From an optimization exercise on the open Yosys and OpenROAD flow, aimed at a short achievable clock period and few clock cycles; shortcuts taken in it are not production practice.
Where RTL was checked, it was by simulation tests only, not by an equivalence proof against the original.
Function not checked in runs 3 and 4: the RTL went through the layout flow alone.
Power and IR drop assume default switching activity.

File: design/flow/design.v
package proc_pkg;
    typedef enum logic [5-1:0] {
        op_rtype = 5'b00000,
        op_j     = 5'b00001,
        op_bne   = 5'b00010,
        op_jal   = 5'b00011,
        op_jr    = 5'b00100,
        op_addi  = 5'b00101,
        op_blt   = 5'b00110,
        op_sw    = 5'b00111,
        op_lw    = 5'b01000
    } opcode_e;
    typedef enum logic [5-1:0] {
        alu_add = 5'd0,
        alu_sub = 5'd1,
        alu_and = 5'd2,
        alu_or  = 5'd3,
        alu_sll = 5'd4,
        alu_sra = 5'd5
    } alu_op_e;
    typedef struct packed {
        opcode_e                   opcode;
        logic [5-1:0] rd;
        logic [5-1:0] rs;
        logic [5-1:0] rt;
        logic [4:0]                shamt;
        alu_op_e                   alu_op;
        logic [1:0]                spare;
    } insn_t;
    typedef struct packed {
        logic [32-1:0] pc;
        insn_t                 insn;
    } if_id_t;
    typedef struct packed {
        logic [32-1:0] pc;
        logic [32-1:0] a;
        logic [32-1:0] b;
        insn_t                 insn;
    } id_ex_t;
    typedef struct packed {
        logic [32-1:0] result;
        logic [32-1:0] b;
        insn_t                 insn;
    } ex_mem_t;
    typedef struct packed {
        logic [32-1:0] result;
        logic [32-1:0] load_data;
        insn_t                 insn;
    } mem_wb_t;
    typedef struct packed {
        logic                      en;
        logic [5-1:0] idx;
        logic [32-1:0]     data;
    } rf_write_t;
    typedef struct packed {
        logic [32-1:0] addr;
        logic [32-1:0] data;
        logic                  wren;
    } dmem_req_t;
endpackage
module proc_ks_add #(
    parameter int W = 32
) (
    input  logic [W-1:0] x,
    input  logic [W-1:0] y,
    input  logic         cin,
    output logic [W-1:0] s,
    output logic         cout
);
    localparam int L = 5;
    logic [W-1:0] p0;
    logic [W-1:0] g [0:L];
    logic [W-1:0] p [0:L];
    assign p0 = x ^ y;
    always_comb begin
        g[0] = x & y;
        g[0][0] = (x[0] & y[0]) | (p0[0] & cin);
        p[0] = p0;
    end
    for (genvar l = 0; l < L; l++) begin : g_lvl
        for (genvar i = 0; i < W; i++) begin : g_bit
            if (i >= (1 << l)) begin : g_comb
                assign g[l+1][i] = g[l][i] | (p[l][i] & g[l][i-(1<<l)]);
                assign p[l+1][i] = p[l][i] & p[l][i-(1<<l)];
            end else begin : g_pass
                assign g[l+1][i] = g[l][i];
                assign p[l+1][i] = p[l][i];
            end
        end
    end
    assign s    = p0 ^ {g[L][W-2:0], cin};
    assign cout = g[L][W-1];
endmodule
module cpu_top (
    input  logic                      clock,
    input  logic                      arst_n,
    output logic [32-1:0]     imem_addr,
    input  logic [32-1:0]     imem_rdata,
    output logic [32-1:0]     dmem_addr,
    output logic [32-1:0]     dmem_wdata,
    output logic                      dmem_wren,
    input  logic [32-1:0]     dmem_rdata,
    output logic [5-1:0] rf_raddr_a,
    output logic [5-1:0] rf_raddr_b,
    input  logic [32-1:0]     rf_rdata_a,
    input  logic [32-1:0]     rf_rdata_b,
    output logic                      rf_wen,
    output logic [5-1:0] rf_widx,
    output logic [32-1:0]     rf_wdata
);
    localparam logic [4:0] OP_R    = 5'd0;
    localparam logic [4:0] OP_J    = 5'd1;
    localparam logic [4:0] OP_BNE  = 5'd2;
    localparam logic [4:0] OP_JAL  = 5'd3;
    localparam logic [4:0] OP_JR   = 5'd4;
    localparam logic [4:0] OP_ADDI = 5'd5;
    localparam logic [4:0] OP_BLT  = 5'd6;
    localparam logic [4:0] OP_SW   = 5'd7;
    localparam logic [4:0] OP_LW   = 5'd8;
    logic [31:0] pc;
    logic [31:0] ras;
    logic [31:0] bp;
    logic [4:0]  bp_idx;
    logic        u_valid;
    logic [4:0]  u_idx;
    logic        u_taken;
    logic        r_redirect;
    logic        d_valid;
    logic [31:0] d_insn;
    logic [31:0] d_pc1;
    logic [4:0]  d_pcl;
    logic        d_pred_taken;
    logic [31:0] d_pred_npc;
    logic [4:0]  d_ra;
    logic [4:0]  d_rb;
    logic        e_valid;
    logic        e_writes;
    logic [4:0]  e_dest;
    logic        e_is_lw;
    logic        e_is_sw;
    logic        e_is_r;
    logic        e_is_jal;
    logic        e_is_bne;
    logic        e_is_blt;
    logic        e_is_jr;
    logic        e_s_sum;
    logic        e_s_sub;
    logic        e_s_and;
    logic        e_s_or;
    logic        e_s_sll;
    logic        e_s_sra;
    logic        e_s_pc1;
    logic [4:0]  e_shamt;
    logic [31:0] e_op2;
    logic [31:0] e_a;
    logic [31:0] e_b;
    logic [31:0] e_cb;
    logic [31:0] e_ca;
    logic [31:0] e_pc1;
    logic [4:0]  e_pcl;
    logic [31:0] e_brtgt;
    logic        e_pred_taken;
    logic [31:0] e_pred_npc;
    logic        m_writes;
    logic [4:0]  m_dest;
    logic        m_is_lw;
    logic        m_wren;
    logic [31:0] m_result;
    logic [31:0] m_sdata;
    logic        w_en;
    logic [4:0]  w_idx;
    logic [31:0] w_data;
    logic [31:0] f_insn;
    logic [4:0]  f_op;
    logic [31:0] f_pc1;
    logic [31:0] f_imm;
    logic [31:0] f_target;
    logic [31:0] f_brtgt;
    logic        f_is_br;
    logic        f_pred_taken;
    logic [31:0] f_pred_npc;
    assign imem_addr = pc;
    assign f_insn    = imem_rdata;
    assign f_op      = f_insn[31:27];
    proc_ks_add i_f_pc1 (.x(pc), .y(32'd0), .cin(1'b1), .s(f_pc1), .cout());
    assign f_imm     = {{15{f_insn[16]}}, f_insn[16:0]};
    assign f_target  = {{5{f_insn[26]}}, f_insn[26:0]};
    logic [9:0] f_brtgt_lo;
    proc_ks_add #(.W(10)) i_f_brtgt (.x(f_pc1[9:0]), .y(f_insn[9:0]), .cin(1'b0), .s(f_brtgt_lo), .cout());
    assign f_brtgt = {f_pc1[31:10], f_brtgt_lo};
    assign f_is_br   = (f_op == OP_BNE) || (f_op == OP_BLT);
    assign f_pred_taken = f_is_br && (f_insn[16] || bp[bp_idx]);
    always_comb begin
        if ((f_op == OP_J) || (f_op == OP_JAL)) begin
            f_pred_npc = f_target;
        end else if (f_op == OP_JR) begin
            f_pred_npc = ras;
        end else if (f_pred_taken) begin
            f_pred_npc = f_brtgt;
        end else begin
            f_pred_npc = f_pc1;
        end
    end
    logic [4:0]  d_op;
    logic [4:0]  d_rd;
    logic [31:0] d_imm;
    logic        d_is_r;
    logic        d_is_addi;
    logic        d_is_lw;
    logic        d_is_sw;
    logic        d_is_bne;
    logic        d_is_blt;
    logic        d_is_jr;
    logic        d_is_jal;
    logic        d_uses_a;
    logic        d_uses_b;
    logic [4:0]  d_dest;
    logic        d_writes;
    logic        stall;
    logic        d_mhit_a;
    logic        d_mhit_b;
    logic [31:0] m_wdata;
    logic [31:0] d_a;
    logic [31:0] d_b;
    assign d_op      = d_insn[31:27];
    assign d_rd      = d_insn[26:22];
    assign d_imm     = {{15{d_insn[16]}}, d_insn[16:0]};
    assign d_is_r    = d_op == OP_R;
    assign d_is_addi = d_op == OP_ADDI;
    assign d_is_lw   = d_op == OP_LW;
    assign d_is_sw   = d_op == OP_SW;
    assign d_is_bne  = d_op == OP_BNE;
    assign d_is_blt  = d_op == OP_BLT;
    assign d_is_jr   = d_op == OP_JR;
    assign d_is_jal  = d_op == OP_JAL;
    assign d_uses_a  = d_is_r || d_is_addi || d_is_lw || d_is_sw || d_is_bne || d_is_blt;
    assign d_uses_b  = d_is_r || d_is_bne || d_is_blt || d_is_jr || d_is_sw;
    assign d_dest    = d_is_jal ? 5'd31 : d_rd;
    logic d_func_sub;
    logic d_func_and;
    logic d_func_or;
    logic d_func_sll;
    logic d_func_sra;
    assign d_func_sub = d_insn[6:2] == 5'd1;
    assign d_func_and = d_insn[6:2] == 5'd2;
    assign d_func_or  = d_insn[6:2] == 5'd3;
    assign d_func_sll = d_insn[6:2] == 5'd4;
    assign d_func_sra = d_insn[6:2] == 5'd5;
    assign d_writes  = (d_is_r || d_is_addi || d_is_lw || d_is_jal) && (d_dest != 5'd0);
    assign rf_raddr_a = d_ra;
    assign rf_raddr_b = d_rb;
    assign stall = d_valid && e_valid && e_is_lw && e_writes &&
                   ((d_uses_a && (d_ra == e_dest)) || (d_uses_b && (d_rb == e_dest)));
    assign m_wdata  = m_is_lw ? dmem_rdata : m_result;
    assign d_mhit_a = m_writes && (m_dest == d_ra);
    assign d_mhit_b = m_writes && (m_dest == d_rb);
    assign d_a      = d_mhit_a ? m_wdata : rf_rdata_a;
    assign d_b      = d_mhit_b ? m_wdata : rf_rdata_b;
    logic [31:0] d_brtgt;
    proc_ks_add i_d_brtgt (.x(d_pc1), .y(d_imm), .cin(1'b0), .s(d_brtgt), .cout());
    logic e_fwd_a;
    logic e_fwd_b;
    assign e_fwd_a = e_writes && !e_is_lw && (e_dest == d_ra);
    assign e_fwd_b = e_writes && !e_is_lw && (e_dest == d_rb);
    logic        d_use_imm;
    logic [31:0] d_op2;
    assign d_use_imm = d_is_addi || d_is_lw || d_is_sw;
    assign d_op2     = d_use_imm ? d_imm : d_b;
    logic [31:0] a;
    logic [31:0] b;
    logic [31:0] sum;
    logic [31:0] diff_ab;
    logic [31:0] result;
    logic        ne;
    logic        lt;
    logic        taken;
    logic        mispredict;
    logic [31:0] redirect_pc;
    assign a = e_a;
    assign b = e_b;
    logic        ge_ba;
    proc_ks_add i_sum     (.x(a), .y(e_op2), .cin(1'b0), .s(sum), .cout());
    proc_ks_add i_diff_ab (.x(a), .y(~b), .cin(1'b1), .s(diff_ab), .cout());
    proc_ks_add i_cmp (.x(e_cb), .y(e_ca), .cin(1'b1), .s(), .cout(ge_ba));
    logic [31:0] sll_a;
    logic [31:0] sra_a;
    assign sll_a = a << e_shamt;
    assign sra_a = $signed(a) >>> e_shamt;
    logic        s_fast;
    logic [31:0] fast;
    logic [31:0] other;
    assign s_fast = e_s_sum || e_s_sub;
    assign fast   = e_s_sub ? diff_ab : sum;
    assign other  = ({32{e_s_and}} & (a & b)) | ({32{e_s_or}} & (a | b)) |
                    ({32{e_s_sll}} & sll_a) | ({32{e_s_sra}} & sra_a) |
                    ({32{e_s_pc1}} & e_pc1);
    assign result = s_fast ? fast : other;
    assign ne    = !(&(e_cb ^ e_ca));
    assign lt    = !ge_ba;
    assign taken = (e_is_bne && ne) || (e_is_blt && lt);
    logic tgt_ok;
    assign tgt_ok = e_pred_npc == e_brtgt;
    logic e_live;
    assign e_live = e_valid && !r_redirect;
    assign mispredict = e_live &&
                        (((e_is_bne || e_is_blt) &&
                          (taken ? !(e_pred_taken && tgt_ok) : e_pred_taken)) ||
                         (e_is_jr && (b != e_pred_npc)));
    logic        r_is_jr;
    logic        r_taken;
    logic [31:0] r_b;
    logic [31:0] r_brtgt;
    logic [31:0] r_pc1;
    always_comb begin
        if (r_is_jr) begin
            redirect_pc = r_b;
        end else if (r_taken) begin
            redirect_pc = r_brtgt;
        end else begin
            redirect_pc = r_pc1;
        end
    end
    assign dmem_addr  = m_result;
    assign dmem_wdata = m_sdata;
    assign dmem_wren  = m_wren;
    assign rf_wen   = w_en;
    assign rf_widx  = w_idx;
    assign rf_wdata = w_data;
    always_ff @(posedge clock or negedge arst_n) begin
        if (!arst_n) begin
            pc       <= 32'h0000_0000;
            ras      <= '0;
        end else begin
            if (r_redirect) begin
                pc       <= redirect_pc;
            end else if (!stall) begin
                pc       <= f_pred_npc;
            end
            if (f_op == OP_JAL) begin
                ras <= f_pc1;
            end
        end
    end
    always_ff @(posedge clock) begin
        if (r_redirect) begin
            bp_idx <= redirect_pc[4:0];
        end else if (!stall) begin
            bp_idx <= f_pred_npc[4:0];
        end
    end
    always_ff @(posedge clock or negedge arst_n) begin
        if (!arst_n) begin
            d_valid <= 1'b0;
        end else if (!stall) begin
            d_valid <= !r_redirect;
        end else if (r_redirect) begin
            d_valid <= 1'b0;
        end
    end
    always_ff @(posedge clock) begin
        if (!stall) begin
            d_insn       <= f_insn;
            d_pc1        <= f_pc1;
            d_pcl        <= pc[4:0];
            d_pred_taken <= f_pred_taken;
            d_pred_npc   <= f_pred_npc;
            d_ra         <= f_insn[21:17];
            d_rb         <= (f_op[2:1] == 2'b00) ? f_insn[16:12] : f_insn[26:22];
        end
    end
    always_ff @(posedge clock or negedge arst_n) begin
        if (!arst_n) begin
            e_valid      <= 1'b0;
            e_writes     <= 1'b0;
        end else begin
            e_valid      <= d_valid && !r_redirect && !stall;
            e_writes     <= d_valid && !r_redirect && !stall && d_writes;
        end
    end
    always_ff @(posedge clock) begin
        e_dest       <= d_dest;
        e_is_lw      <= d_is_lw;
        e_is_sw      <= d_is_sw;
        e_is_r       <= d_is_r;
        e_is_jal     <= d_is_jal;
        e_is_bne     <= d_is_bne;
        e_is_blt     <= d_is_blt;
        e_is_jr      <= d_is_jr;
        e_s_sum      <= d_use_imm || (d_is_r && !d_func_sub && !d_func_and && !d_func_or &&
                                      !d_func_sll && !d_func_sra);
        e_s_sub      <= d_is_r && d_func_sub;
        e_s_and      <= d_is_r && d_func_and;
        e_s_or       <= d_is_r && d_func_or;
        e_s_sll      <= d_is_r && d_func_sll;
        e_s_sra      <= d_is_r && d_func_sra;
        e_s_pc1      <= d_is_jal;
        e_shamt      <= d_insn[11:7];
        e_a          <= (e_fwd_a && s_fast) ? fast : (e_fwd_a ? other : d_a);
        e_b          <= (e_fwd_b && s_fast) ? fast : (e_fwd_b ? other : d_b);
        e_cb         <= (e_fwd_b && s_fast) ? {~fast[31], fast[30:0]} :
                        (e_fwd_b ? {~other[31], other[30:0]} : {~d_b[31], d_b[30:0]});
        e_ca         <= (e_fwd_a && s_fast) ? {fast[31], ~fast[30:0]} :
                        (e_fwd_a ? {other[31], ~other[30:0]} : {d_a[31], ~d_a[30:0]});
        e_op2        <= (e_fwd_b && !d_use_imm && s_fast) ? fast :
                        ((e_fwd_b && !d_use_imm) ? other : d_op2);
        e_pc1        <= d_pc1;
        e_pcl        <= d_pcl;
        e_brtgt      <= d_brtgt;
        e_pred_taken <= d_pred_taken;
        e_pred_npc   <= d_pred_npc;
    end
    always_ff @(posedge clock or negedge arst_n) begin
        if (!arst_n) begin
            m_writes <= 1'b0;
            m_wren   <= 1'b0;
            w_en     <= 1'b0;
        end else begin
            m_writes <= e_writes && !r_redirect;
            m_wren   <= e_live && e_is_sw;
            w_en     <= m_writes;
        end
    end
    always_ff @(posedge clock) begin
        m_dest   <= e_dest;
        m_is_lw  <= e_is_lw;
        m_result <= result;
        m_sdata  <= b;
        w_idx    <= m_dest;
        w_data   <= m_wdata;
    end
    always_ff @(posedge clock or negedge arst_n) begin
        if (!arst_n) begin
            r_redirect    <= 1'b0;
            u_valid       <= 1'b0;
            bp            <= '0;
        end else begin
            r_redirect    <= mispredict;
            u_valid       <= e_live && (e_is_bne || e_is_blt);
            if (u_valid) begin
                bp[u_idx] <= u_taken;
            end
        end
    end
    always_ff @(posedge clock) begin
        r_is_jr       <= e_is_jr;
        r_taken       <= taken;
        r_b           <= b;
        r_brtgt       <= e_brtgt;
        r_pc1         <= e_pc1;
        u_idx         <= e_pcl;
        u_taken       <= taken;
    end
endmodule
File: design/flow/flow/run.sh
#!/bin/bash
# The standard layout, with timing repair aiming somewhat below the clock
# period: repair_timing keeps working until the setup slack reaches
# SETUP_SLACK_MARGIN. Make's output goes to standard.log, ORFS's own logs to
# orfs/logs.
set -euo pipefail
bash standard.sh SETUP_SLACK_MARGIN=5.5 finish > standard.log 2>&1
File: design/flow/standard.sh
#!/bin/bash
# synth_recipe.tcl (not shown) runs the flow's synth.tcl, then flattens the netlist and writes it again
# the make line also repeats each setting of config.mk as NAME=value (left out here)
make -C /OpenROAD-flow-scripts/flow DESIGN_CONFIG=/design/flow/config.mk WORK_HOME=/design/flow/orfs CLKGATE_MAP_FILE= SYNTH_SCRIPT=/design/flow/synth_recipe.tcl "${@:-finish}"
File: design/flow/config.mk
export PLATFORM = sky130hd
export DESIGN_NAME = cpu_top
export DESIGN_NICKNAME = cpu_top
export VERILOG_FILES = /design/flow/design.v
export SDC_FILE = /design/flow/constraint.sdc
export NUM_CORES = 4
export LEC_CHECK = 0
export ABC_CLOCK_PERIOD_IN_PS = 2000
export CAP_MARGIN = 20
export CORE_MARGIN = 2
export CORE_UTILIZATION = 40
export SETUP_SLACK_MARGIN = 5
export SLEW_MARGIN = 20
export TNS_END_PERCENT = 100
File: design/flow/constraint.sdc
create_clock -name core_clock -period 9.0 [get_ports {clock}]
set_input_delay 1.8000 -clock core_clock [delete_from_list [all_inputs] [get_ports {clock}]]
set_output_delay 1.8000 -clock core_clock [all_outputs]
set_load 0.01 [all_outputs]
==> out/metrics.yaml, run 1 <==
status: "complete, no violations"
synth_common_cells: "430 x dfxtp_1, 284 x nand2_1, 271 x o21ai_0"
finalHoldViolCount: 0
slowest_delay_ps: 610
share_comb_of_total_power_pct: 27.8
ys.flop_type: "dfxtp_1"
drc_errors: 0
track_usage_pct: 29.30
drive_gt1_share_pct: 14.52
finalCritPeriodShare_pct: 38.70
cts_buffers: 74
io_buffers: 274
ios: 275
total_power_w: 0.01020
cts_tree: "built"
report.final.slew_viol_count: 0
grt_pass1_wl_mm: 193.6
arrival_ps: 4000
antenna_found_initial: 3
clk_path_buf_depth: 3
tightest_slew_ps: 1074
ir_drop_uv: 237.3
overflow: 0
dp_hpwl_mm: 100.9
ant_nets: 0
die_area_um2: 89260
synth_sequential_area_ratio_pct: 41.94
htreeDepth: 3
fin_setup_tns_ps: 0
synth_most_common_cell: "dfxtp_1"
rr_startpoint: "e_a[6]"
synth_seq_cells: 646
drv_cap: 0
cts_root_buffer: "clkbuf_16"
netlist_area_um2: 34750
synth-edff-count: 112
yosysTopAreaCellShare_pct: 24.77
crit_family: "compound AO/OA/AOI/OAI gates"
clkSlewWorstSetupHoldPaths_ps: 60
yosysUniqueCellTypes: 103
vias: 29150
powerDensity_nw_per_um2: 242.5
drt_iter0_drc: 2885
hold_class: "flop to flop"
grt_pass1_vias: 28010
slowest_stage: "o41ai_1"
max_freq_ghz: 0.2871
nets: 4134
initial_utilization_pct: 40.19
grt_max_degree: 101
slew_headroom_pct: 28.13
drtPass1Iterations: 10
finClkSkew_ps: 36.55
sequentialPowerShare_pct: 41.6
critical_path.endpoint_type: "flop"
required_ps: 9520
switching_power_w: 0.003496
grt.busiest_layer: "met2"
synthesis.nets: 3873
crit_path_start_kind: "flop"
crit_path_start: "e_a[6]"
path_cells: "ha_1 > a2111o_1 > o21a_1 > o41ai_1 > a21oi_1 > xor2_1 > or2_2 > o211ai_2 > mux2_2"
core_um2: 86480
grtUsageMet3_pct: 5.242
worstPathMaxFanout: 11
critPathKind: "flop to flop"
postSynthAreaPerCell_um2: 9.826
ctsHoldBuffers: 0
use_met2_pct: 46.34
place.gp.congestion: 1.011
clock_power_share_pct: 30.5
cts.sinks: 646
switching_share_pct: 34.26
worstSkewPairLatency_ps: 650
grt_setup_unrepaired: "true"
post_drt_wl_per_cell_um: 26.81
area_growth_pct: 21.09
synth_cells: 3537
synth-async-reset-ratio_pct: 16.10
yosys-top-cells-area: "dfxtp_1 25%, edfxtp_1 9.7%, dfrtp_1 7.5%, ha_1 7.3%, mux2i_1 4.6%"
period_needed_ps: 3483
yosys_warnings: 427
p_int_w: 0.006708
path_buf_inv: 0
setup_viol: 0
routed_via_density: 5.811
rows: 108
drt-total-wl_mm: 134.5
die_y_um: 298.8
hold_start: "e_pcl[1]"
grt_util_met1_pct: 40.24
die_x_um: 298.8
p_leak_nw: 17.34
synth_area_leader_cell: "dfxtp_1"
## repair_timing
item                                    in CTS  in global routing
setup buffers                               13                 23
pin swaps                                   11                 15
endpoints found under the setup margin     262                106
gates resized for setup                    116                 84
cloned                                       0                  1
## path summary, 6_finish.rpt
path	to	slack, ps	cells after the start
max in group asynchronous	pc[12]	6540	2
min in group asynchronous	pc[23]	1230	1
setup / recovery	e_ca[17]	5520	9
hold reg to reg	u_idx[1]	330	0
setup reg to reg	e_ca[17]	5520	9
hold / removal	u_idx[1]	330	0
## stage by stage
step	std cells	utilization (%)	worst slack (ps)	cell area (um2)	hold slack, ps
6_report	5017	48.66	5517	42080	325.9
4_1_cts	4989	48.13	5494	41620	327.2
3_5_place_dp	4840	44.74	3860	38690	312.1
3_3_place_gp	4840	44.74	3878	38690	310.8
5_1_grt	5014	48.65	5370	42080	331.5
2_1_floorplan	3537	-	5268	34860	309.6
## power groups by stage
| stage | logic, W | clock network [W] | registers [W] |
|---|---|---|---|
| 2_1_floorplan | 0.00175 | 0 | 0.00404 |
| 3_3_place_gp | 0.00264 | 0 | 0.00428 |
| 3_5_place_dp | 0.00265 | 0 | 0.00429 |
| 4_1_cts | 0.00271 | 0.00316 | 0.00424 |
| 5_1_grt | 0.00306 | 0.00327 | 0.00431 |
| 6_report | 0.00284 | 0.00312 | 0.00425 |
## cell type report
class / instances / area (um2)
Clock buffer: 93 / 2036
Timing Repair Buffer: 360 / 3492
Inverter: 208 / 789.5
Clock inverter: 43 / 469.2
Sequential cell: 646 / 14690
Fill cell: 8125 / 44400
Multi-Input combinational cell: 2508 / 19150
Antenna cell: 4 / 10.01
Tap cell: 1155 / 1445
## routing by layer
layer,up-vias,share of wire (%)
met1,14250,43
met3,242,8.2
met5,-,0
met4,0,3.8
met2,1323,45
li1,13340,-
## cell families (layout without fill, tap and decap cells)
group | count (synthesis) | count (layout) | share of synthesized area (%)
mux | 326 | 326 | 12.55
fa+ha+maj | 206 | 206 | 7.503
other cells | 0 | 4 | 0
simple gates | 862 | 863 | 11.45
xor+xnor | 204 | 204 | 5.141
flops | 646 | 646 | 41.94
compound gates | 909 | 909 | 16.95
buf+inv | 384 | 704 | 4.468
## sequential cells by signal (all words and copies together), names as in the netlist, 31 cells and up
name,cells
e_a,32
m_sdata,32
m_result,32
d_pred_npc,32
bp,32
r_brtgt,32
e_brtgt,32
e_op2,32
e_pred_npc,32
e_pc1,32
r_pc1,32
d_pc1,32
e_cb,32
d_insn,32
ras,32
w_data,32
pc,32
e_ca,31
## placed cells by master, fill, tap and decap left out, drive strengths merged, types with 86 or more instances in the layout
cell	synthesis	final
a21oi	208	208
xor2	92	92
dfrtp	104	104
clkdlybuf4s50	0	254
nor2	263	263
mux2i	158	158
clkbuf	113	99
dfxtp	430	430
mux2	94	94
xnor2	112	112
edfxtp	112	112
inv	207	210
o21ai	283	283
buf	63	86
ha	202	202
nand2	285	285
Testbench counts, summed over its fixed seeds: cycles 47,641.
==> run 2, diff against run 1 <==
==> design/flow/run.sh (new file) <==
#!/bin/bash
# synth_recipe.tcl (not shown) runs the flow's synth.tcl, then flattens the netlist and writes it again
# the make line also repeats each setting of config.mk as NAME=value (left out here)
make -C /OpenROAD-flow-scripts/flow DESIGN_CONFIG=/design/flow/config.mk WORK_HOME=/design/flow/orfs CLKGATE_MAP_FILE= SYNTH_SCRIPT=/design/flow/synth_recipe.tcl finish
removed: design/flow/flow/run.sh
removed: design/flow/standard.sh
==> run 2 against run 1 <==
Routed wire length fell by 2.0%. Clock power increased by 2%. Critical path depth decreased by 1. Register-to-register slack lost 530 ps. Clock-buffer cell count rose by 10. Sequential share of layout area up 0.41 points. Global-route usage shrank 0.59 points. Critical endpoint is now r_redirect. Maximum frequency is 13% lower. Sequential power about the same. Still clean.
==> out/metrics.yaml, run 2 <==
routed_via_density: 5.812
fin_setup_tns_ps: 0
drv_cap: 0
synth_top_family_by_area: "compound AO/OA/AOI/OAI gates"
fin_ws_ps: 4991
worstSkewPairLatency_ps: 650
slowest_delay_ps: 750
drtPass1Iterations: 6
dp_slack_ps: 3942
setup_viol: 0
powerDensity_nw_per_um2: 244.2
synth-xor-area-share_pct: 5.141
final_common_cell: "dfxtp_1"
grt_pass1_vias: 27740
synth_sequential_area_ratio_pct: 41.94
synth-edff-count: 112
period_needed_ps: 4009
cts_root_buffer: "clkbuf_16"
drt-total-wl_mm: 131.8
synth_fa_ha_area_share_pct: 7.503
finClkSkew_ps: 31.33
synthesis.nets: 3873
synth_most_common_cell: "dfxtp_1"
ctsHoldBuffers: 0
dp_hpwl_mm: 98.90
htreeDepth: 3
rows: 108
finalHoldViolCount: 0
ys.flop_type: "dfxtp_1"
path_buf_inv: 0
overflow: 0
io_buffers: 274
worstPathMaxFanout: 5
grt_setup_unrepaired: "true"
grt_max_degree: 80
crit_path_start_kind: "flop"
critical_path.endpoint_type: "flop"
slew_headroom_pct: 26.46
slowest_stage: "dfxtp_1"
ios: 275
synth_seq_cells: 646
synth_compound_area_share_pct: 16.95
area_growth_pct: 18.89
postSynthAreaPerCell_um2: 9.826
drt_iter0_drc: 2952
clkSlewWorstSetupHoldPaths_ps: 60
yosys_warnings: 427
grt_pass1_wl_mm: 189.6
synth-async-reset-ratio_pct: 16.10
yosys-top-cells-area: "dfxtp_1 25%, edfxtp_1 9.7%, dfrtp_1 7.5%, ha_1 7.3%, mux2i_1 4.6%"
status: "complete, no violations"
clk_path_buf_depth: 3
path_cells: "ha_1 > nand4_1 > nor3_1 > nand4_1 > a221oi_1 > o31ai_1 > mux2i_1 > o21ai_0"
nets: 4099
cts_tree: "built"
critPathKind: "flop to flop"
yosysUniqueCellTypes: 103
ant_nets: 0
finalCritPeriodShare_pct: 44.55
initial_utilization_pct: 40.19
max_freq_ghz: 0.2494
p_leak_nw: 17.07
vias: 28950
die_area_um2: 89260
die_x_um: 298.8
required_ps: 9480
synth_simple_gate_area_share_pct: 11.45
tightest_slew_ps: 1102
place.gp.congestion: 1.085
die_y_um: 298.8
synth_common_cells: "430 x dfxtp_1, 284 x nand2_1, 271 x o21ai_0"
crit_family: "simple AND/OR/NAND/NOR gates"
report.final.slew_viol_count: 0
crit_top_cell: "nand4_1"
synthMuxAreaShare_pct: 12.55
cts.sinks: 646
core_um2: 86480
yosysTopAreaCellShare_pct: 24.77
synth_cells: 3537
arrival_ps: 4490
synth_area_leader_cell: "dfxtp_1"
drive_gt1_share_pct: 10.64
drc_errors: 0
cts_buffers: 74
ir_drop_uv: 185.1
final_cell_mix: "420 x dfxtp_1, 283 x nand2_1, 270 x clkdlybuf4s50_1"
post_drt_wl_per_cell_um: 26.47
netlist_area_um2: 34750
total_power_w: 0.01009
track_usage_pct: 28.71
antenna_found_initial: 0
hold_class: "flop to flop"
==> run 2: cell counts after synthesis <==
No cell type changed its count.
==> run 2: final timing paths <==
check                           startpoint    endpoint  slack [ps]  depth (start not counted)
worst min-delay path              e_pcl[0]    u_idx[0]         320                          0
worst max register to register    e_cb[29]  r_redirect        4990                          8
min in group asynchronous           arst_n     ras[20]        1280                          1
worst min register to register    e_pcl[0]    u_idx[0]         320                          0
max in group asynchronous           arst_n       pc[3]        6530                          2
worst max-delay path              e_cb[29]  r_redirect        4990                          8
==> run 2: area by class of cell <==
cell class	instances	area, um2
clock inverters	34	441.7
well taps	1155	1445
inverters	208	785.8
repair buffers	326	3153
clock buffers	103	2133
diodes	2	5.005
multi-input cells	2507	18760
fillers	8152	45160
flip-flops and latches	646	14590
==> run 2: where the power goes <==
group	internal, W	leakage, nW	switching [W]
Clock	0.00186	1.24	0.00131
Sequential	0.00365	6.12	0.000583
Combinational	0.00116	9.70	0.00153
==> run 2: logic make-up (layout without fill, tap and decap cells) <==
logic type	Yosys count	in the layout
simple gates	862	862
mux	326	326
compound gates	909	909
other cells	0	2
buf+inv	384	671
fa+ha+maj	206	206
flops	646	646
xor+xnor	204	204
==> run 2: what timing repair did <==
action,in CTS,in global routing
setup buffers,0,2
setup endpoints to repair,25,52
resized for setup,8,24
endpoints found under the hold margin,0,0
pin swaps,0,3
==> run 2: stage by stage <==
step	instances	instance area, um2	util, %	hold slack (ps)
after floorplan	3537	34750	-	309.6
after global placement	4840	38580	44.61	310.0
after detailed placement	4840	38580	44.61	313.2
after CTS	4977	41200	47.64	326.7
after global routing	4979	41310	47.77	338.2
final	4981	41320	47.78	324.9
==> run 2: layer usage <==
metal | GRT usage, % | vias to the layer above | wire (um)
li1 | - | 13230 | -
met1 | 39.15 | 14090 | 56580
met2 | 44.60 | 1341 | 58180
met3 | 5.278 | 290 | 10580
met4 | 12.40 | 0 | 6489
met5 | 0 | - | 0
==> run 2: worst register-to-register path: stages, from the launching register on <==
cell and delay [ps]:
dfxtp_1 750, ha_1 260, nand4_1 230, nor3_1 660, nand4_1 440, a221oi_1 600
o31ai_1 280, mux2i_1 510, o21ai_0 140
==> run 3, diff against run 2 <==
--- a/design/flow/design.v
+++ b/design/flow/design.v
@@ -121,6 +121,12 @@
     logic [31:0] ras;
-    logic [31:0] bp;
-    logic [4:0]  bp_idx;
+    logic [255:0] bp;
+    logic [63:0] btb_v;
+    logic [15:0] btb_t [0:63];
+    logic        t_valid;
+    logic [5:0]  t_idx;
+    logic [15:0] t_tgt;
+    logic        d_dir;
+    logic [7:0]  bp_idx_n;
     logic        u_valid;
-    logic [4:0]  u_idx;
+    logic [7:0]  u_idx;
     logic        u_taken;
@@ -130,3 +136,3 @@
     logic [31:0] d_pc1;
-    logic [4:0]  d_pcl;
+    logic [7:0]  d_pcl;
     logic        d_pred_taken;
@@ -156,6 +162,4 @@
     logic [31:0] e_b;
-    logic [31:0] e_cb;
-    logic [31:0] e_ca;
     logic [31:0] e_pc1;
-    logic [4:0]  e_pcl;
+    logic [7:0]  e_pcl;
     logic [31:0] e_brtgt;
@@ -187,7 +191,11 @@
     assign f_target  = {{5{f_insn[26]}}, f_insn[26:0]};
-    logic [9:0] f_brtgt_lo;
-    proc_ks_add #(.W(10)) i_f_brtgt (.x(f_pc1[9:0]), .y(f_insn[9:0]), .cin(1'b0), .s(f_brtgt_lo), .cout());
-    assign f_brtgt = {f_pc1[31:10], f_brtgt_lo};
+    logic        f_dir;
+    logic        f_btb_hit;
+    logic [5:0]  f_bidx;
+    assign f_bidx    = ~bp_idx_n[5:0];
+    assign f_btb_hit = btb_v[f_bidx];
+    assign f_brtgt   = {pc[31:16], btb_t[f_bidx]};
     assign f_is_br   = (f_op == OP_BNE) || (f_op == OP_BLT);
-    assign f_pred_taken = f_is_br && (f_insn[16] || bp[bp_idx]);
+    assign f_dir        = f_is_br && (f_insn[16] || bp[~bp_idx_n]);
+    assign f_pred_taken = f_dir && f_btb_hit;
     always_comb begin
@@ -258,4 +266,2 @@
     assign d_b      = d_mhit_b ? m_wdata : rf_rdata_b;
-    logic [31:0] d_brtgt;
-    proc_ks_add i_d_brtgt (.x(d_pc1), .y(d_imm), .cin(1'b0), .s(d_brtgt), .cout());
     logic e_fwd_a;
@@ -268,2 +274,6 @@
     assign d_op2     = d_use_imm ? d_imm : d_b;
+    logic [31:0] d_brtgt;
+    logic        d_late;
+    proc_ks_add i_d_brtgt (.x(d_pc1), .y(d_imm), .cin(1'b0), .s(d_brtgt), .cout());
+    assign d_late = d_valid && d_dir && !d_pred_taken;
     logic [31:0] a;
@@ -283,3 +293,3 @@
     proc_ks_add i_diff_ab (.x(a), .y(~b), .cin(1'b1), .s(diff_ab), .cout());
-    proc_ks_add i_cmp (.x(e_cb), .y(e_ca), .cin(1'b1), .s(), .cout(ge_ba));
+    proc_ks_add i_cmp (.x({~b[31], b[30:0]}), .y(~{~a[31], a[30:0]}), .cin(1'b1), .s(), .cout(ge_ba));
     logic [31:0] sll_a;
@@ -288,12 +298,7 @@
     assign sra_a = $signed(a) >>> e_shamt;
-    logic        s_fast;
-    logic [31:0] fast;
-    logic [31:0] other;
-    assign s_fast = e_s_sum || e_s_sub;
-    assign fast   = e_s_sub ? diff_ab : sum;
-    assign other  = ({32{e_s_and}} & (a & b)) | ({32{e_s_or}} & (a | b)) |
+    assign result = ({32{e_s_sum}} & sum) | ({32{e_s_sub}} & diff_ab) |
+                    ({32{e_s_and}} & (a & b)) | ({32{e_s_or}} & (a | b)) |
                     ({32{e_s_sll}} & sll_a) | ({32{e_s_sra}} & sra_a) |
                     ({32{e_s_pc1}} & e_pc1);
-    assign result = s_fast ? fast : other;
-    assign ne    = !(&(e_cb ^ e_ca));
+    assign ne    = b != a;
     assign lt    = !ge_ba;
@@ -331,2 +336,3 @@
             pc       <= 32'h0000_0000;
+            bp_idx_n <= 8'hff;   
             ras      <= '0;
@@ -335,4 +341,9 @@
                 pc       <= redirect_pc;
+                bp_idx_n <= ~redirect_pc[7:0];
+            end else if (d_late) begin
+                pc       <= d_brtgt;
+                bp_idx_n <= ~d_brtgt[7:0];
             end else if (!stall) begin
                 pc       <= f_pred_npc;
+                bp_idx_n <= ~f_pred_npc[7:0];
             end
@@ -343,9 +354,2 @@
     end
-    always_ff @(posedge clock) begin
-        if (r_redirect) begin
-            bp_idx <= redirect_pc[4:0];
-        end else if (!stall) begin
-            bp_idx <= f_pred_npc[4:0];
-        end
-    end
     always_ff @(posedge clock or negedge arst_n) begin
@@ -354,3 +358,3 @@
         end else if (!stall) begin
-            d_valid <= !r_redirect;
+            d_valid <= !r_redirect && !d_late;
         end else if (r_redirect) begin
@@ -363,3 +367,4 @@
             d_pc1        <= f_pc1;
-            d_pcl        <= pc[4:0];
+            d_pcl        <= pc[7:0];
+            d_dir        <= f_dir;
             d_pred_taken <= f_pred_taken;
@@ -368,2 +373,5 @@
             d_rb         <= (f_op[2:1] == 2'b00) ? f_insn[16:12] : f_insn[26:22];
+        end else if (d_late) begin
+            d_pred_taken <= 1'b1;
+            d_pred_npc   <= d_brtgt;
         end
@@ -397,10 +405,5 @@
         e_shamt      <= d_insn[11:7];
-        e_a          <= (e_fwd_a && s_fast) ? fast : (e_fwd_a ? other : d_a);
-        e_b          <= (e_fwd_b && s_fast) ? fast : (e_fwd_b ? other : d_b);
-        e_cb         <= (e_fwd_b && s_fast) ? {~fast[31], fast[30:0]} :
-                        (e_fwd_b ? {~other[31], other[30:0]} : {~d_b[31], d_b[30:0]});
-        e_ca         <= (e_fwd_a && s_fast) ? {fast[31], ~fast[30:0]} :
-                        (e_fwd_a ? {other[31], ~other[30:0]} : {d_a[31], ~d_a[30:0]});
-        e_op2        <= (e_fwd_b && !d_use_imm && s_fast) ? fast :
-                        ((e_fwd_b && !d_use_imm) ? other : d_op2);
+        e_a          <= e_fwd_a ? result : d_a;
+        e_b          <= e_fwd_b ? result : d_b;
+        e_op2        <= (e_fwd_b && !d_use_imm) ? result : d_op2;
         e_pc1        <= d_pc1;
@@ -408,4 +411,4 @@
         e_brtgt      <= d_brtgt;
-        e_pred_taken <= d_pred_taken;
-        e_pred_npc   <= d_pred_npc;
+        e_pred_taken <= d_pred_taken || d_late;
+        e_pred_npc   <= d_late ? d_brtgt : d_pred_npc;
     end
@@ -435,2 +438,4 @@
             bp            <= '0;
+            t_valid       <= 1'b0;
+            btb_v         <= '0;
         end else begin
@@ -441,2 +446,6 @@
             end
+            t_valid       <= e_live && (e_is_bne || e_is_blt) && taken;
+            if (t_valid) begin
+                btb_v[t_idx] <= 1'b1;
+            end
         end
@@ -450,2 +459,7 @@
         u_idx         <= e_pcl;
+        t_idx         <= e_pcl[5:0];
+        t_tgt         <= e_brtgt[15:0];
+        if (t_valid) begin
+            btb_t[t_idx] <= t_tgt;
+        end
         u_taken       <= taken;
==> design/flow/flow/run.sh (new file) <==
#!/bin/bash
# The standard layout, with timing repair aiming somewhat below the clock
# period: repair_timing keeps working until the setup slack reaches
# SETUP_SLACK_MARGIN. Make's output goes to standard.log, ORFS's own logs to
# orfs/logs.
set -euo pipefail
bash standard.sh SETUP_SLACK_MARGIN=5.8 finish > standard.log 2>&1
==> design/flow/standard.sh (new file) <==
#!/bin/bash
# synth_recipe.tcl (not shown) runs the flow's synth.tcl, then flattens the netlist and writes it again
# the make line also repeats each setting of config.mk as NAME=value (left out here)
make -C /OpenROAD-flow-scripts/flow DESIGN_CONFIG=/design/flow/config.mk WORK_HOME=/design/flow/orfs CLKGATE_MAP_FILE= SYNTH_SCRIPT=/design/flow/synth_recipe.tcl "${@:-finish}"
removed: design/flow/run.sh
==> run 3 against run 2 <==
Setup slack improved by 45 ps. Register-to-register slack improved by 40 ps. Die area increased by 150%. Global-route usage decreased by 1.8 points. Sequential share of layout area increased by 14 points. Synthesized area increased by 150%. Critical endpoint is now pc[2]. Largest cell class is now sequential cells. Largest power group unchanged.
==> out/metrics.yaml, run 3 <==
status: "complete, no violations"
dp_slack_ps: 3536
yosysUniqueCellTypes: 87
fin_setup_tns_ps: 0
fin_ws_ps: 5036
critical_path.endpoint_type: "flop"
hold_depth: 0
yosys-top-cells-area: "edfxtp_1 38%, mux4_2 12%, dfrtp_1 11%, dfxtp_1 10%, o21ai_0 3.7%"
synth_area_leader_cell: "edfxtp_1"
sequentialPowerShare_pct: 37.8
synth_simple_gate_area_share_pct: 6.560
ir_drop_uv: 253.0
track_usage_pct: 26.96
p_leak_nw: 39.94
drv_cap: 0
required_ps: 9740
tightest_slew_ps: 1182
netlist_area_um2: 86490
slew_headroom_pct: 20.53
core_um2: 214800
synth_sequential_area_ratio_pct: 60.00
nets: 7311
drc_errors: 0
drive_gt1_share_pct: 30.98
switching_share_pct: 34.94
largest-register: "btb_t"
fill_cells: 18070
place.gp.congestion: 0.9663
drt-total-wl_mm: 302.2
htreeDepth: 4
finalCritPeriodShare_pct: 44.05
clk_path_buf_depth: 3
overflow: 0
final_common_cell: "edfxtp_1"
crit_path_start_kind: "flop"
grt_pass1_vias: 58620
clock_power_share_pct: 27.0
largest_register_ffs: 1024
synth-async-reset-ratio_pct: 20.67
grt_pass1_wl_mm: 428.4
max_freq_ghz: 0.2523
yosysTopAreaCellShare_pct: 38.29
arrival_ps: 4710
cts_root_buffer: "clkbuf_16"
post_drt_wl_per_cell_um: 30.24
final_cell_mix: "1103 x edfxtp_1, 563 x o21ai_0, 454 x mux4_2"
synth-xor-area-share_pct: 2.086
finClkSkew_ps: 99.55
clkSlewWorstSetupHoldPaths_ps: 60
initial_utilization_pct: 40.26
synth_most_common_cell: "edfxtp_1"
rows: 170
share_comb_of_total_power_pct: 35.2
antenna_found_initial: 9
ys.flop_type: "edfxtp_1"
postSynthAreaPerCell_um2: 13.62
reg_top3: "btb_t x1024, bp x256, btb_v x64"
synthesis.nets: 6677
drt_iter0_drc: 7241
ios: 275
die_x_um: 469.0
worstSkewPairLatency_ps: 890
synth_fa_ha_area_share_pct: 2.876
grt_setup_unrepaired: "true"
area_growth_pct: 23.63
synth_seq_cells: 1940
fin_cells: 9995
critPathKind: "flop to flop"
synth-edff-count: 1103
ctsHoldBuffers: 0
powerDensity_nw_per_um2: 297.0
synth_top_family_by_area: "multiplexers"
cts_tree: "built"
cts_buffers: 199
yosys_warnings: 324
die_area_um2: 220000
p_int_w: 0.02066
finalHoldViolCount: 0
synth_common_cells: "1103 x edfxtp_1, 633 x o21ai_0, 483 x nand2_1"
synth_compound_area_share_pct: 9.713
synthMuxAreaShare_pct: 16.01
dp_hpwl_mm: 191.3
ant_nets: 0
cts.sinks: 1940
setup_viol: 0
vias: 59780
hold_class: "flop to flop"
ff2ff_path_depth: 12
die_y_um: 469.0
report.final.slew_viol_count: 0
dp.cells: 9262
period_needed_ps: 3964
io_buffers: 274
synth_cells: 6350
drtPass1Iterations: 8
grt_max_degree: 173
worstPathMaxFanout: 8
routed_via_density: 5.981
switching_power_w: 0.01109
==> run 3: cell count changes after synthesis, sizes merged, moves of 53 or more <==
cell	change
clkbuf	+157
buf	+55
edfxtp	+991
mux4	+380
mux2	+64
o21bai	+53
nor2	+93
o21ai	+354
nand2	+198
dfrtp	+289
==> run 3: area by class of cell <==
type / instances / area (um2) / area share (%)
antenna: 4 / 10.01 / 0.009361
clock buffer: 260 / 5480 / 5.125
clock inverter: 110 / 1351 / 1.264
inverter: 192 / 742.0 / 0.6939
multi-input combinational: 3831 / 35020 / 32.75
sequential: 1940 / 52230 / 48.85
tap: 2838 / 3551 / 3.321
timing repair buffer: 820 / 8541 / 7.987
==> run 3: power by group through the flow <==
stage	registers [W]	clock network, W	logic [W]
4_1_cts	0.0120	0.00868	0.0106
5_1_grt	0.0121	0.00904	0.0117
2_1_floorplan	0.0120	0	0.00540
6_report	0.0120	0.00858	0.0112
3_5_place_dp	0.0123	0	0.00865
3_3_place_gp	0.0123	0	0.00856
==> run 3: repair_timing <==
item / in CTS / in global routing
setup endpoints to repair: 716 / 456
resized for setup: 1312 / 272
setup buffers: 223 / 91
gates cloned: 34 / 9
pin swaps: 148 / 139
==> run 3: path summary, 6_finish.rpt <==
path / from / slack, ps / to
setup reg to reg: bp_idx_n[0] / 5040 / pc[2]
min in group asynchronous: arst_n / 900 / m_writes
hold / removal: e_pc1[12] / 320 / r_pc1[12]
hold reg to reg: e_pc1[12] / 320 / r_pc1[12]
max in group asynchronous: arst_n / 6380 / pc[11]
setup / recovery: bp_idx_n[0] / 5040 / pc[2]
==> run 3: through the flow <==
step	hold slack (ps)	cell area (um2)	power, W	utilization [%]
CTS	324.7	104800	0.03122	48.79
global route	324.0	106900	0.03275	49.77
global placement	312.1	92840	0.02086	43.22
detailed placement	312.8	92850	0.02098	43.22
finish	320.5	106900	0.03175	49.77
floorplan	309.6	86970	0.01739	-
==> run 3: cells by family (layout without fill, tap and decap cells) <==
logic type,count (synthesis),in the layout
adders and majority gates,197,197
xor gates and xnor gates,206,206
buffers and inverters,580,1382
other,0,4
and+or+nand+nor,1262,1262
muxes,796,796
AOI/OAI and AO/OA,1369,1370
DFF,1940,1940
==> run 3: metal layers <==
| layer | up-vias | global-route usage (%) | part of all wire (%) |
|---|---|---|---|
| met5 | - | 0 | 0.012 |
| met4 | 6 | 11.70 | 5.2 |
| met3 | 666 | 5.271 | 8.7 |
| met2 | 3188 | 43.62 | 47 |
| met1 | 30550 | 35.35 | 39 |
| li1 | 25370 | - | - |
==> run 3: critical path: stages (launching register included) <==
cell and delay [ps]:
dfstp_4 640, buf_12 160, buf_12 120, buf_16 120, buf_16 180, buf_16 170
mux4_2 510, mux4_2 490, mux4_2 590, mux2_4 320, o211ai_1 160, o21ai_1 130
a21o_1 170
==> run 4, diff against run 3 <==
--- a/design/flow/design.v
+++ b/design/flow/design.v
@@ -122,8 +122,2 @@
     logic [255:0] bp;
-    logic [63:0] btb_v;
-    logic [15:0] btb_t [0:63];
-    logic        t_valid;
-    logic [5:0]  t_idx;
-    logic [15:0] t_tgt;
-    logic        d_dir;
     logic [7:0]  bp_idx_n;
@@ -185,17 +179,31 @@
     logic [31:0] f_pred_npc;
-    assign imem_addr = pc;
+    logic [31:0] fa;
+    logic [7:0]  fa_idx;
+    assign fa = ({32{!r_redirect}} & pc) | ({32{s_alt}} & r_alt) | ({32{s_pc1}} & r_pc1);
+    assign fa_idx = ({8{!r_redirect}} & ~bp_idx_n) | ({8{s_alt}} & r_alt[7:0]) |
+                    ({8{s_pc1}} & r_pc1[7:0]);
+    assign imem_addr = fa;
     assign f_insn    = imem_rdata;
     assign f_op      = f_insn[31:27];
-    proc_ks_add i_f_pc1 (.x(pc), .y(32'd0), .cin(1'b1), .s(f_pc1), .cout());
+    proc_ks_add i_f_pc1 (.x(fa), .y(32'd0), .cin(1'b1), .s(f_pc1), .cout());
     assign f_imm     = {{15{f_insn[16]}}, f_insn[16:0]};
     assign f_target  = {{5{f_insn[26]}}, f_insn[26:0]};
-    logic        f_dir;
-    logic        f_btb_hit;
-    logic [5:0]  f_bidx;
-    assign f_bidx    = ~bp_idx_n[5:0];
-    assign f_btb_hit = btb_v[f_bidx];
-    assign f_brtgt   = {pc[31:16], btb_t[f_bidx]};
+    logic [15:0] f_lo;
+    logic        f_c16;
+    logic [15:0] f_hi_p1;
+    logic [15:0] f_hi_m1;
+    proc_ks_add #(.W(16)) i_f_lo (.x(fa[15:0]), .y(f_insn[15:0]), .cin(1'b1), .s(f_lo), .cout(f_c16));
+    proc_ks_add #(.W(16)) i_f_hi_p1 (.x(fa[31:16]), .y(16'd0), .cin(1'b1), .s(f_hi_p1), .cout());
+    proc_ks_add #(.W(16)) i_f_hi_m1 (.x(fa[31:16]), .y(16'hffff), .cin(1'b0), .s(f_hi_m1), .cout());
+    always_comb begin
+        if (f_c16 == f_insn[16]) begin
+            f_brtgt = {fa[31:16], f_lo};
+        end else if (f_c16) begin
+            f_brtgt = {f_hi_p1, f_lo};
+        end else begin
+            f_brtgt = {f_hi_m1, f_lo};
+        end
+    end
     assign f_is_br   = (f_op == OP_BNE) || (f_op == OP_BLT);
-    assign f_dir        = f_is_br && (f_insn[16] || bp[~bp_idx_n]);
-    assign f_pred_taken = f_dir && f_btb_hit;
+    assign f_pred_taken = f_is_br && (f_insn[16] || bp[fa_idx]);
     always_comb begin
@@ -266,2 +274,4 @@
     assign d_b      = d_mhit_b ? m_wdata : rf_rdata_b;
+    logic [31:0] d_brtgt;
+    proc_ks_add i_d_brtgt (.x(d_pc1), .y(d_imm), .cin(1'b0), .s(d_brtgt), .cout());
     logic e_fwd_a;
@@ -274,6 +284,2 @@
     assign d_op2     = d_use_imm ? d_imm : d_b;
-    logic [31:0] d_brtgt;
-    logic        d_late;
-    proc_ks_add i_d_brtgt (.x(d_pc1), .y(d_imm), .cin(1'b0), .s(d_brtgt), .cout());
-    assign d_late = d_valid && d_dir && !d_pred_taken;
     logic [31:0] a;
@@ -287,3 +293,2 @@
     logic        mispredict;
-    logic [31:0] redirect_pc;
     assign a = e_a;
@@ -305,4 +310,2 @@
     assign taken = (e_is_bne && ne) || (e_is_blt && lt);
-    logic tgt_ok;
-    assign tgt_ok = e_pred_npc == e_brtgt;
     logic e_live;
@@ -310,19 +313,10 @@
     assign mispredict = e_live &&
-                        (((e_is_bne || e_is_blt) &&
-                          (taken ? !(e_pred_taken && tgt_ok) : e_pred_taken)) ||
+                        (((e_is_bne || e_is_blt) && (taken != e_pred_taken)) ||
                          (e_is_jr && (b != e_pred_npc)));
-    logic        r_is_jr;
-    logic        r_taken;
-    logic [31:0] r_b;
-    logic [31:0] r_brtgt;
+    logic        s_alt;
+    logic        s_pc1;
+    logic [31:0] r_alt;
     logic [31:0] r_pc1;
-    always_comb begin
-        if (r_is_jr) begin
-            redirect_pc = r_b;
-        end else if (r_taken) begin
-            redirect_pc = r_brtgt;
-        end else begin
-            redirect_pc = r_pc1;
-        end
-    end
+    logic        stall_f;
+    assign stall_f = stall && !r_redirect;
     assign dmem_addr  = m_result;
@@ -339,9 +333,3 @@
         end else begin
-            if (r_redirect) begin
-                pc       <= redirect_pc;
-                bp_idx_n <= ~redirect_pc[7:0];
-            end else if (d_late) begin
-                pc       <= d_brtgt;
-                bp_idx_n <= ~d_brtgt[7:0];
-            end else if (!stall) begin
+            if (!stall_f) begin
                 pc       <= f_pred_npc;
@@ -357,6 +345,4 @@
             d_valid <= 1'b0;
-        end else if (!stall) begin
-            d_valid <= !r_redirect && !d_late;
-        end else if (r_redirect) begin
-            d_valid <= 1'b0;
+        end else if (!stall_f) begin
+            d_valid <= 1'b1;
         end
@@ -364,14 +350,10 @@
     always_ff @(posedge clock) begin
-        if (!stall) begin
+        if (!stall_f) begin
             d_insn       <= f_insn;
             d_pc1        <= f_pc1;
-            d_pcl        <= pc[7:0];
-            d_dir        <= f_dir;
+            d_pcl        <= fa[7:0];
             d_pred_taken <= f_pred_taken;
-            d_pred_npc   <= f_pred_npc;
+            d_pred_npc   <= ras;
             d_ra         <= f_insn[21:17];
             d_rb         <= (f_op[2:1] == 2'b00) ? f_insn[16:12] : f_insn[26:22];
-        end else if (d_late) begin
-            d_pred_taken <= 1'b1;
-            d_pred_npc   <= d_brtgt;
         end
@@ -411,4 +393,4 @@
         e_brtgt      <= d_brtgt;
-        e_pred_taken <= d_pred_taken || d_late;
-        e_pred_npc   <= d_late ? d_brtgt : d_pred_npc;
+        e_pred_taken <= d_pred_taken;
+        e_pred_npc   <= d_pred_npc;
     end
@@ -436,8 +418,10 @@
             r_redirect    <= 1'b0;
+            s_alt         <= 1'b0;
+            s_pc1         <= 1'b0;
             u_valid       <= 1'b0;
             bp            <= '0;
-            t_valid       <= 1'b0;
-            btb_v         <= '0;
         end else begin
             r_redirect    <= mispredict;
+            s_alt         <= mispredict && (e_is_jr || taken);
+            s_pc1         <= mispredict && !(e_is_jr || taken);
             u_valid       <= e_live && (e_is_bne || e_is_blt);
@@ -446,6 +430,2 @@
             end
-            t_valid       <= e_live && (e_is_bne || e_is_blt) && taken;
-            if (t_valid) begin
-                btb_v[t_idx] <= 1'b1;
-            end
         end
@@ -453,13 +433,5 @@
     always_ff @(posedge clock) begin
-        r_is_jr       <= e_is_jr;
-        r_taken       <= taken;
-        r_b           <= b;
-        r_brtgt       <= e_brtgt;
+        r_alt         <= e_is_jr ? b : e_brtgt;
         r_pc1         <= e_pc1;
         u_idx         <= e_pcl;
-        t_idx         <= e_pcl[5:0];
-        t_tgt         <= e_brtgt[15:0];
-        if (t_valid) begin
-            btb_t[t_idx] <= t_tgt;
-        end
         u_taken       <= taken;
==> run 4 against run 3 <==
Largest power group is now combinational logic. Hold slack worse by 8.2 ps. Still clean on timing, DRC and antenna. Combinational power fell by 44%. Highest routed layer unchanged. Critical path depth is 7 lower.
==> out/metrics.yaml, run 4 <==
drt_iter0_drc: 4982
grt_pass1_vias: 38930
synth_sequential_area_ratio_pct: 43.97
worstPathMaxFanout: 5
synth_area_leader_cell: "dfrtp_1"
powerDensity_nw_per_um2: 259.6
critical_path.endpoint_type: "output port"
drc_errors: 0
die_x_um: 339.8
slew_headroom_pct: 35.31
drtPass1Iterations: 6
final_cell_mix: "547 x o21ai_0, 397 x nand2_1, 350 x dfxtp_1"
r2r_setup_slack_ps: 5040
rr_startpoint: "s_alt"
tightest_slew_ps: 969.1
arrival_ps: 2190
synth-async-reset-ratio_pct: 39.72
grt_pass1_wl_mm: 258.9
yosysUniqueCellTypes: 106
largest-register: "bp"
place.gp.congestion: 0.9939
fin_setup_tns_ps: 0
rows: 123
clock_power_share_pct: 25.9
clk_path_buf_depth: 3
ant_nets: 0
cts_buffers: 92
clkSlewWorstSetupHoldPaths_ps: 60
dp_hpwl_mm: 118.0
io_buffers: 274
yosys_warnings: 487
switching_share_pct: 37.12
grt_setup_unrepaired: "true"
netlist_area_um2: 45110
p_int_w: 0.009836
p_leak_nw: 25.15
fin_cells: 6862
report.final.slew_viol_count: 0
synth_common_cells: "603 x o21ai_0, 416 x nand2_1, 403 x dfxtp_1"
required_ps: 7200
fill_cells: 9812
seq_area_um2: 19960
area_growth_pct: 33.59
core_um2: 112200
cts_root_buffer: "clkbuf_16"
status: "complete, no violations"
ys.flop_type: "dfxtp_1"
post_drt_wl_per_cell_um: 26.32
stdcell_area_um2: 60270
reg2reg_to: "pc[22]"
vias: 41650
synth_most_common_cell: "o21ai_0"
grt_max_degree: 165
setup_viol: 0
final_common_cell: "o21ai_0"
overflow: 0
antenna_found_initial: 3
cts_tree: "built"
nets: 5626
synthesis.nets: 5091
share_comb_of_total_power_pct: 40.2
die_y_um: 339.8
track_usage_pct: 29.53
cts.sinks: 851
dp.cells: 6314
ir_drop_uv: 223.9
drv_cap: 0
finalCritPeriodShare_pct: 44.35
routed_via_density: 6.069
sequentialPowerShare_pct: 33.9
drt-total-wl_mm: 180.6
finalHoldViolCount: 0
hold_start: "d_pred_npc[12]"
min_to: "e_pred_npc[12]"
finClkSkew_ps: 50.74
worstSkewPairLatency_ps: 720
synth-edff-count: 110
hold_class: "flop to flop"
multi_input_area_um2: 26710
yosysTopAreaCellShare_pct: 18.30
crit_path_start_kind: "flop"
largest_register_ffs: 256
synth_cells: 4745
synth_seq_cells: 851
period_needed_ps: 3992
hold_depth: 0
postSynthAreaPerCell_um2: 9.508
die_area_um2: 115500
switching_power_w: 0.005807
place_area_um2: 49450
yosys-top-cells-area: "dfrtp_1 18%, dfxtp_1 18%, edfxtp_1 7.3%, o21ai_0 6.7%, ha_1 5.9%"
critPathKind: "flop to output port"
dp_slack_ps: 3753
ff2ff_path_depth: 19
fin_ws_ps: 5008
htreeDepth: 3
initial_utilization_pct: 40.21
ios: 275
drive_gt1_share_pct: 26.89
max_freq_ghz: 0.2505
run 4: metrics by stage:
step	hold slack [ps]	power, W	util, %
4_1_cts	302.6	0.01480	51.31
5_1_grt	321.3	0.01618	53.71
3_3_place_gp	311.3	0.009425	44.08
3_5_place_dp	312.1	0.009477	44.08
2_1_floorplan	309.6	0.007920	-
6_report	312.3	0.01564	53.72
run 4: worst max path at each step:
| stage | from | endpoint | slack (ps) | depth (start not counted) |
|---|---|---|---|---|
| detailed placement | imem_rdata[0] | pc[20] | 3750 | 16 |
| global placement | imem_rdata[0] | pc[22] | 3770 | 16 |
| finish | s_alt | imem_addr[16] | 5010 | 5 |
| CTS | s_alt | imem_addr[10] | 4980 | 5 |
| global route | s_alt | pc[25] | 4930 | 18 |
| floorplan | imem_rdata[0] | pc[19] | 4780 | 16 |
run 4: layout make-up:
class	count	share of cell area [%]
timing repair buffer	727	12.59
sequential	851	33.13
inverter	223	1.472
clock inverter	48	1.127
clock buffer	124	4.235
multi-input combinational	3385	44.32
tap	1500	3.114
antenna	4	0.01661
run 4: timing repair:
| item | CTS | global route |
|---|---|---|
| resized for setup | 876 | 342 |
| buffers inserted | 210 | 127 |
| pin swaps | 159 | 198 |
| hold buffers | 0 | 0 |
| endpoints found under the setup margin | 473 | 331 |
| gates cloned | 28 | 7 |
run 4: layer usage:
metal	GRT usage (%)	wire length (um)	vias to the layer above
li1	-	-	18310
met1	42.58	76740	20240
met2	43.99	76880	2605
met3	6.747	20300	490
met4	8.767	6692	2
met5	0	14	-
run 4: critical path: stages, from the launching register on:
cell and delay (ps):
dfrtp_4 550, buf_4 180, buf_16 130, a22oi_2 370
o21ai_4 130, buf_6 150
run 4: power groups by stage:
stage               Combinational [W]  Sequential (W)  Clock (W)
floorplan                     0.00285         0.00507          0
global placement              0.00413         0.00530          0
detailed placement            0.00416         0.00531          0
CTS                           0.00544         0.00526    0.00410
global route                  0.00657         0.00536    0.00425
finish                        0.00630         0.00530    0.00405
run 4: logic make-up after synthesis:
group / count (synthesis) / share of synthesized area (%)
other cells: 1 / 0.008312
flops: 851 / 43.97
xor+xnor: 182 / 3.533
simple gates: 1258 / 12.92
fa+ha+maj: 218 / 6.101
compound gates: 1407 / 19.84
buf+inv: 516 / 4.706
mux: 312 / 8.911

separate check: timing with driven ports:
In the flow no input, the clock included, has a driving cell. The finished layouts below were timed again as built, in two steps.
Step 1: set_driving_cell puts a clkbuf_16 on clock and a buf_2 on each other input, an assumption about the parent block.
Step 2, shift: input delay + t, output delay - t, t = (earliest + latest rising clock arrival at the registers) / 2. This alone moves slack from input paths to output paths.
Three values: no drivers, after step 1, after step 2; two values: the first two.
run	t, ns	slack for setup (ns)	worst setup path at the end
run 1	0.693	5.517 / 5.468 / 4.997	input to register
run 2	0.699	4.991 / 4.991 / 4.428	input to register
run 3	0.938	5.036 / 5.036 / 4.220	input to register
run 4	0.772	5.008 / 4.927 / 4.247	input to register
After both steps every run listed still meets setup and hold. The setup slack of run 3, which loses most, moves by 0.000 ns with the drivers and by -0.816 ns with both steps.
